This is an optimization exercise on Yosys and OpenROAD, whose aim is small area, not a production implementation. RTL that was checked went through simulation tests only; none was proved equivalent to the original.

==> 06-11 <==
==> flow/design.v <==
module dm_dec4 (
   input  logic       en,
   input  logic [3:0] a,
   output logic [15:0] y_n
);
   always_comb
      for (int i = 0; i < 16; i++) y_n[i] = ~(en & (a == 4'(i)));
endmodule
module dm_dec4_all (
   input  logic       en,
   input  logic       all_n,
   input  logic [3:0] a,
   output logic [15:0] y_n
);
   always_comb
      for (int i = 0; i < 16; i++) y_n[i] = ~((en & (a == 4'(i))) | ~all_n);
endmodule
module dm_nor2 (input logic a, b, output logic y);
   assign y = ~(a | b);
endmodule
module dm_nand2 (input logic a, b, output logic y);
   assign y = ~(a & b);
endmodule
module dm_nand3 (input logic a, b, c, output logic y);
   assign y = ~(a & b & c);
endmodule
module dm_nand4 (input logic a, b, c, d, output logic y);
   assign y = ~(a & b & c & d);
endmodule
module dm_nor4 (input logic a, b, c, d, output logic y);
   assign y = ~(a | b | c | d);
endmodule
module dm_aoi222 (input logic d0, s0, d1, s1, d2, s2, output logic y_n);
   assign y_n = ~((d0 & s0) | (d1 & s1) | (d2 & s2));
endmodule
module dm_aoi22 (input logic d0, s0, d1, s1, output logic y_n);
   assign y_n = ~((d0 & s0) | (d1 & s1));
endmodule
module dm_rdcol (
   input  logic [255:0] d,
   input  logic [255:0] s,
   output logic         y
);
   logic [85:0] l1;    
   for (genvar g = 0; g < 84; g++) begin : g_a3
      dm_aoi222 u (.d0(d[3*g]), .s0(s[3*g]), .d1(d[3*g+1]), .s1(s[3*g+1]),
                   .d2(d[3*g+2]), .s2(s[3*g+2]), .y_n(l1[g]));
   end
   dm_aoi22 u_a2a (.d0(d[252]), .s0(s[252]), .d1(d[253]), .s1(s[253]), .y_n(l1[84]));
   dm_aoi22 u_a2b (.d0(d[254]), .s0(s[254]), .d1(d[255]), .s1(s[255]), .y_n(l1[85]));
   logic [21:0] l2;    
   for (genvar g = 0; g < 21; g++) begin : g_n4
      dm_nand4 u (.a(l1[4*g]), .b(l1[4*g+1]), .c(l1[4*g+2]), .d(l1[4*g+3]), .y(l2[g]));
   end
   dm_nand2 u_n2 (.a(l1[84]), .b(l1[85]), .y(l2[21]));
   logic [5:0] l3;     
   for (genvar g = 0; g < 5; g++) begin : g_r4
      dm_nor4 u (.a(l2[4*g]), .b(l2[4*g+1]), .c(l2[4*g+2]), .d(l2[4*g+3]), .y(l3[g]));
   end
   dm_nor2 u_r2 (.a(l2[20]), .b(l2[21]), .y(l3[5]));
   logic [1:0] l4;     
   dm_nand3 u_n3a (.a(l3[0]), .b(l3[1]), .c(l3[2]), .y(l4[0]));
   dm_nand3 u_n3b (.a(l3[3]), .b(l3[4]), .c(l3[5]), .y(l4[1]));
   assign y = l4[0] | l4[1];
endmodule
module dmem_responder (
   input  logic        clk,
   input  logic        rst,
   input  logic [15:0] mem_access_addr,
   input  logic [15:0] mem_write_data,
   input  logic        mem_write_en,
   input  logic        mem_read_en,
   output logic [15:0] mem_read_data,
   output logic        init_busy,
   output logic        wbuf_full,
   output logic [2:0]  wbuf_count,
   output logic        wbuf_overflow
);
   logic        run_q;
   logic [7:0]  clear_ptr_q;
   logic [2:0]  count_q;
   logic        overflow_q;
   logic        cleared_q;
   logic        pend_v_q;
   logic [7:0]  pend_addr_q;
   logic [15:0] pend_data_q;
   logic [15:0] mem_q [256];
   logic [7:0]  addr;
   logic        is_read, full, drain, enq, drop;
   assign addr    = mem_access_addr[7:0];
   assign is_read = mem_read_en & ~mem_write_en;
   assign full    = count_q[2];
   assign drain   = run_q && (count_q != 3'd0) && !is_read;
   assign enq     = mem_write_en && (!full || drain);
   assign drop    = mem_write_en && full && !drain;
   always_ff @(posedge clk or negedge rst) begin
      if (!rst) begin
         run_q       <= 1'b0;
         clear_ptr_q <= '0;
         count_q     <= '0;
         overflow_q  <= 1'b0;
         cleared_q   <= 1'b0;
         pend_v_q    <= 1'b0;
      end else begin
         if (!run_q) begin
            clear_ptr_q <= clear_ptr_q + 1'b1;
            if (clear_ptr_q == 8'hFF) run_q <= 1'b1;
         end
         if (enq && !drain) count_q <= count_q + 1'b1;
         else if (!enq && drain) count_q <= count_q - 1'b1;
         if (drop) overflow_q <= 1'b1;
         cleared_q <= 1'b1;
         pend_v_q  <= enq;
      end
   end
   always_ff @(posedge clk) begin
      pend_addr_q <= addr;
      pend_data_q <= mem_write_data;
   end
   logic [15:0]  wlo_n, whi_n;
   logic [255:0] wsel;
   logic [15:0]  wdata;
   dm_dec4_all u_wdec_lo (.en(1'b1),     .all_n(cleared_q), .a(pend_addr_q[3:0]), .y_n(wlo_n));
   dm_dec4_all u_wdec_hi (.en(pend_v_q), .all_n(cleared_q), .a(pend_addr_q[7:4]), .y_n(whi_n));
   for (genvar r = 0; r < 256; r++) begin : g_wsel
      dm_nor2 u (.a(wlo_n[r % 16]), .b(whi_n[r / 16]), .y(wsel[r]));
   end
   assign wdata = pend_data_q & {16{cleared_q}};
   always_ff @(posedge clk) begin
      for (int r = 0; r < 256; r++)
         if (wsel[r]) mem_q[r] <= wdata;
   end
   logic [15:0]  rlo_n, rhi_n;
   logic [255:0] rsel;
   logic [15:0]  arr_rd;
   dm_dec4 u_rdec_lo (.en(1'b1),      .a(addr[3:0]), .y_n(rlo_n));
   dm_dec4 u_rdec_hi (.en(cleared_q), .a(addr[7:4]), .y_n(rhi_n));
   for (genvar r = 0; r < 256; r++) begin : g_rsel
      dm_nor2 u (.a(rlo_n[r % 16]), .b(rhi_n[r / 16]), .y(rsel[r]));
   end
   for (genvar b = 0; b < 16; b++) begin : g_rcol
      logic [255:0] col;
      for (genvar r = 0; r < 256; r++) begin : g_c
         assign col[r] = mem_q[r][b];
      end
      dm_rdcol u (.d(col), .s(rsel), .y(arr_rd[b]));
   end
   assign mem_read_data = (pend_v_q && pend_addr_q == addr) ? pend_data_q : arr_rd;
   assign init_busy     = !run_q;
   assign wbuf_full     = full;
   assign wbuf_count    = count_q;
   assign wbuf_overflow = overflow_q;
endmodule
==> flow/run.sh <==
#!/bin/bash
# synth_recipe.tcl (not shown) runs the flow's synth.tcl, then flattens the netlist and writes it again
# the make line also repeats each setting of config.mk as NAME=value (left out here)
make -C /OpenROAD-flow-scripts/flow DESIGN_CONFIG=/design/flow/config.mk WORK_HOME=/design/flow/orfs CLKGATE_MAP_FILE= SYNTH_SCRIPT=/design/flow/synth_recipe.tcl finish
==> flow/config.mk <==
export PLATFORM = sky130hd
export DESIGN_NAME = dmem_responder
export DESIGN_NICKNAME = dmem_responder
export VERILOG_FILES = /design/flow/design.v
export SDC_FILE = /design/flow/constraint.sdc
export NUM_CORES = 4
export LEC_CHECK = 0
export CAP_MARGIN = 20
export CORE_MARGIN = 2
export CORE_UTILIZATION = 50
export SLEW_MARGIN = 20
export SYNTH_HIERARCHICAL = 1
==> flow/constraint.sdc <==
create_clock -name core_clock -period 10.0 [get_ports {clk}]
set_input_delay 2.0000 -clock core_clock [delete_from_list [all_inputs] [get_ports {clk}]]
set_output_delay 2.0000 -clock core_clock [all_outputs]
set_load 0.01 [all_outputs]
==> inputs of 08-25, as changes to 06-11 <==
==> flow/design.v, changed modules only <==
module dm_dec4 (
   input  logic       en,
   input  logic [3:0] a,
   output logic [15:0] y
);
   always_comb
      for (int i = 0; i < 16; i++) y[i] = en & (a == 4'(i));
endmodule
module dm_dec4_all (
   input  logic       en,
   input  logic       all_n,
   input  logic [3:0] a,
   output logic [15:0] y
);
   always_comb
      for (int i = 0; i < 16; i++) y[i] = (en & (a == 4'(i))) | ~all_n;
endmodule
module dm_and2 (input logic a, b, output logic y);
   assign y = a & b;
endmodule
module dm_tree86 (input logic [85:0] l1, output logic y);
   assign y = ~&l1;
endmodule
module dm_rdcol (
   input  logic [255:0] d,
   input  logic [255:0] s,
   output logic         y
);
   logic [85:0] l1;    
   for (genvar g = 0; g < 85; g++) begin : g_a3
      dm_aoi222 u (.d0(d[3*g]), .s0(s[3*g]), .d1(d[3*g+1]), .s1(s[3*g+1]),
                   .d2(d[3*g+2]), .s2(s[3*g+2]), .y_n(l1[g]));
   end
   dm_nand2 u_n2 (.a(d[255]), .b(s[255]), .y(l1[85]));
   dm_tree86 u_t (.l1(l1), .y(y));
endmodule
module dmem_responder (
   input  logic        clk,
   input  logic        rst,
   input  logic [15:0] mem_access_addr,
   input  logic [15:0] mem_write_data,
   input  logic        mem_write_en,
   input  logic        mem_read_en,
   output logic [15:0] mem_read_data,
   output logic        init_busy,
   output logic        wbuf_full,
   output logic [2:0]  wbuf_count,
   output logic        wbuf_overflow
);
   logic        run_q;
   logic [7:0]  clear_ptr_q;
   logic [2:0]  count_q;
   logic        overflow_q;
   logic        cleared_q;
   logic        pend_v_q;
   logic [7:0]  pend_addr_q;
   logic [15:0] pend_data_q;
   logic [15:0] mem_q [256];
   logic [7:0]  addr;
   logic        is_read, full, drain, enq, drop;
   assign addr    = mem_access_addr[7:0];
   assign is_read = mem_read_en & ~mem_write_en;
   assign full    = count_q[2];
   assign drain   = run_q && (count_q != 3'd0) && !is_read;
   assign enq     = mem_write_en && (!full || drain);
   assign drop    = mem_write_en && full && !drain;
   always_ff @(posedge clk or negedge rst) begin
      if (!rst) begin
         run_q       <= 1'b0;
         clear_ptr_q <= '0;
         count_q     <= '0;
         overflow_q  <= 1'b0;
         cleared_q   <= 1'b0;
         pend_v_q    <= 1'b0;
      end else begin
         if (!run_q) begin
            clear_ptr_q <= clear_ptr_q + 1'b1;
            if (clear_ptr_q == 8'hFF) run_q <= 1'b1;
         end
         if (enq && !drain) count_q <= count_q + 1'b1;
         else if (!enq && drain) count_q <= count_q - 1'b1;
         if (drop) overflow_q <= 1'b1;
         cleared_q <= 1'b1;
         pend_v_q  <= enq;
      end
   end
   always_ff @(posedge clk) begin
      pend_addr_q <= addr;
      pend_data_q <= mem_write_data;
   end
   logic [15:0]  wlo, whi;
   logic [255:0] wsel;
   logic [15:0]  wdata;
   dm_dec4_all u_wdec_lo (.en(1'b1),     .all_n(cleared_q), .a(pend_addr_q[3:0]), .y(wlo));
   dm_dec4_all u_wdec_hi (.en(pend_v_q), .all_n(cleared_q), .a(pend_addr_q[7:4]), .y(whi));
   for (genvar r = 0; r < 256; r++) begin : g_wsel
      dm_and2 u (.a(wlo[r % 16]), .b(whi[r / 16]), .y(wsel[r]));
   end
   assign wdata = pend_data_q & {16{cleared_q}};
   always_ff @(posedge clk) begin
      for (int r = 0; r < 256; r++)
         if (wsel[r]) mem_q[r] <= wdata;
   end
   logic [15:0]  rlo, rhi;
   logic [255:0] rsel;
   logic [15:0]  arr_rd;
   dm_dec4 u_rdec_lo (.en(1'b1),      .a(addr[3:0]), .y(rlo));
   dm_dec4 u_rdec_hi (.en(cleared_q), .a(addr[7:4]), .y(rhi));
   for (genvar r = 0; r < 256; r++) begin : g_rsel
      dm_and2 u (.a(rlo[r % 16]), .b(rhi[r / 16]), .y(rsel[r]));
   end
   for (genvar b = 0; b < 16; b++) begin : g_rcol
      logic [255:0] col;
      for (genvar r = 0; r < 256; r++) begin : g_c
         assign col[r] = mem_q[r][b];
      end
      dm_rdcol u (.d(col), .s(rsel), .y(arr_rd[b]));
   end
   assign mem_read_data = (pend_v_q && pend_addr_q == addr) ? pend_data_q : arr_rd;
   assign init_busy     = !run_q;
   assign wbuf_full     = full;
   assign wbuf_count    = count_q;
   assign wbuf_overflow = overflow_q;
endmodule
// module dm_nor2 removed
// module dm_nand3 removed
// module dm_nand4 removed
// module dm_nor4 removed
// module dm_aoi22 removed
==> flow/flow/run.sh (new file) <==
#!/bin/bash
set -euo pipefail
export CTS_ARGS="-sink_clustering_enable -repair_clock_nets -sink_clustering_size 16 -sink_clustering_max_diameter 50 -buf_list sky130_fd_sc_hd__clkbuf_8 -dont_use_dummy_load"
bash standard.sh > standard.log 2>&1
==> flow/standard.sh (new file) <==
#!/bin/bash
# synth_recipe.tcl (not shown) runs the flow's synth.tcl, then flattens the netlist and writes it again
# the make line also repeats each setting of config.mk as NAME=value (left out here)
make -C /OpenROAD-flow-scripts/flow DESIGN_CONFIG=/design/flow/config.mk WORK_HOME=/design/flow/orfs CLKGATE_MAP_FILE= SYNTH_SCRIPT=/design/flow/synth_recipe.tcl "${@:-finish}"
--- a/flow/config.mk
+++ b/flow/config.mk
@@ -9,3 +9,6 @@
 export CORE_MARGIN = 2
-export CORE_UTILIZATION = 50
+export CORE_UTILIZATION = 40
+export CTS_BUF_LIST = sky130_fd_sc_hd__clkbuf_8
+export CTS_CLUSTER_DIAMETER = 50
+export CTS_CLUSTER_SIZE = 16
 export SLEW_MARGIN = 20
removed: flow/run.sh
==> summary of the runs <==
- In flip-flop and latch count, 06-11 and 08-25 do not differ.
- Against 06-11, the worst hold slack of 08-25 is higher by 0.0053 ns.
- Against 08-25, the first-iteration DRC count of 06-11 is smaller by 0.82%.
- Against 06-11, the sequential share of layout area of 08-25 is higher by 4.1 points.
- Via count: 06-11 is higher than 08-25 (about 2%).
- Setup slack: 06-11 is worse than 08-25 (0.0070 ns).
- Clock skew: 08-25 is higher than 06-11 (0.054 ns).
The RTL of 06-11 was laid out without a check of its function.

-- static timing again, ports no longer ideal --
The flow's constraints put no driver on any port. The routed layouts listed below were extracted and timed again, unchanged, in two steps. Step 1 sets driving cells, clkbuf_16 on the clock port and buf_2 on the other inputs (assumed; they add their load-dependent delay and slew). Step 2 adds t to the input delays and takes it off the output delays; t is the mean of the earliest and latest rising clock arrival at the registers after step 1. Input paths then give back, and output paths get back, about the clock's delay inside the block. Three values: no drivers, after step 1, after step 2; two values: the first two.
run	shift t [ns]	setup slack, ns	worst register clock-pin slew, ns	worst data-port slew with drivers (ns)
06-11	1.052	0.144 / -0.073 / -0.073	0.07 / 0.07	0.21
08-25	1.142	0.151 / 0.070 / 0.070	0.10 / 0.10	0.16
With both steps, setup timing fails in 06-11, where it was met with ideal ports. The setup slack of 06-11, which loses most, moves by -0.217 ns with the drivers and by -0.217 ns with both steps.
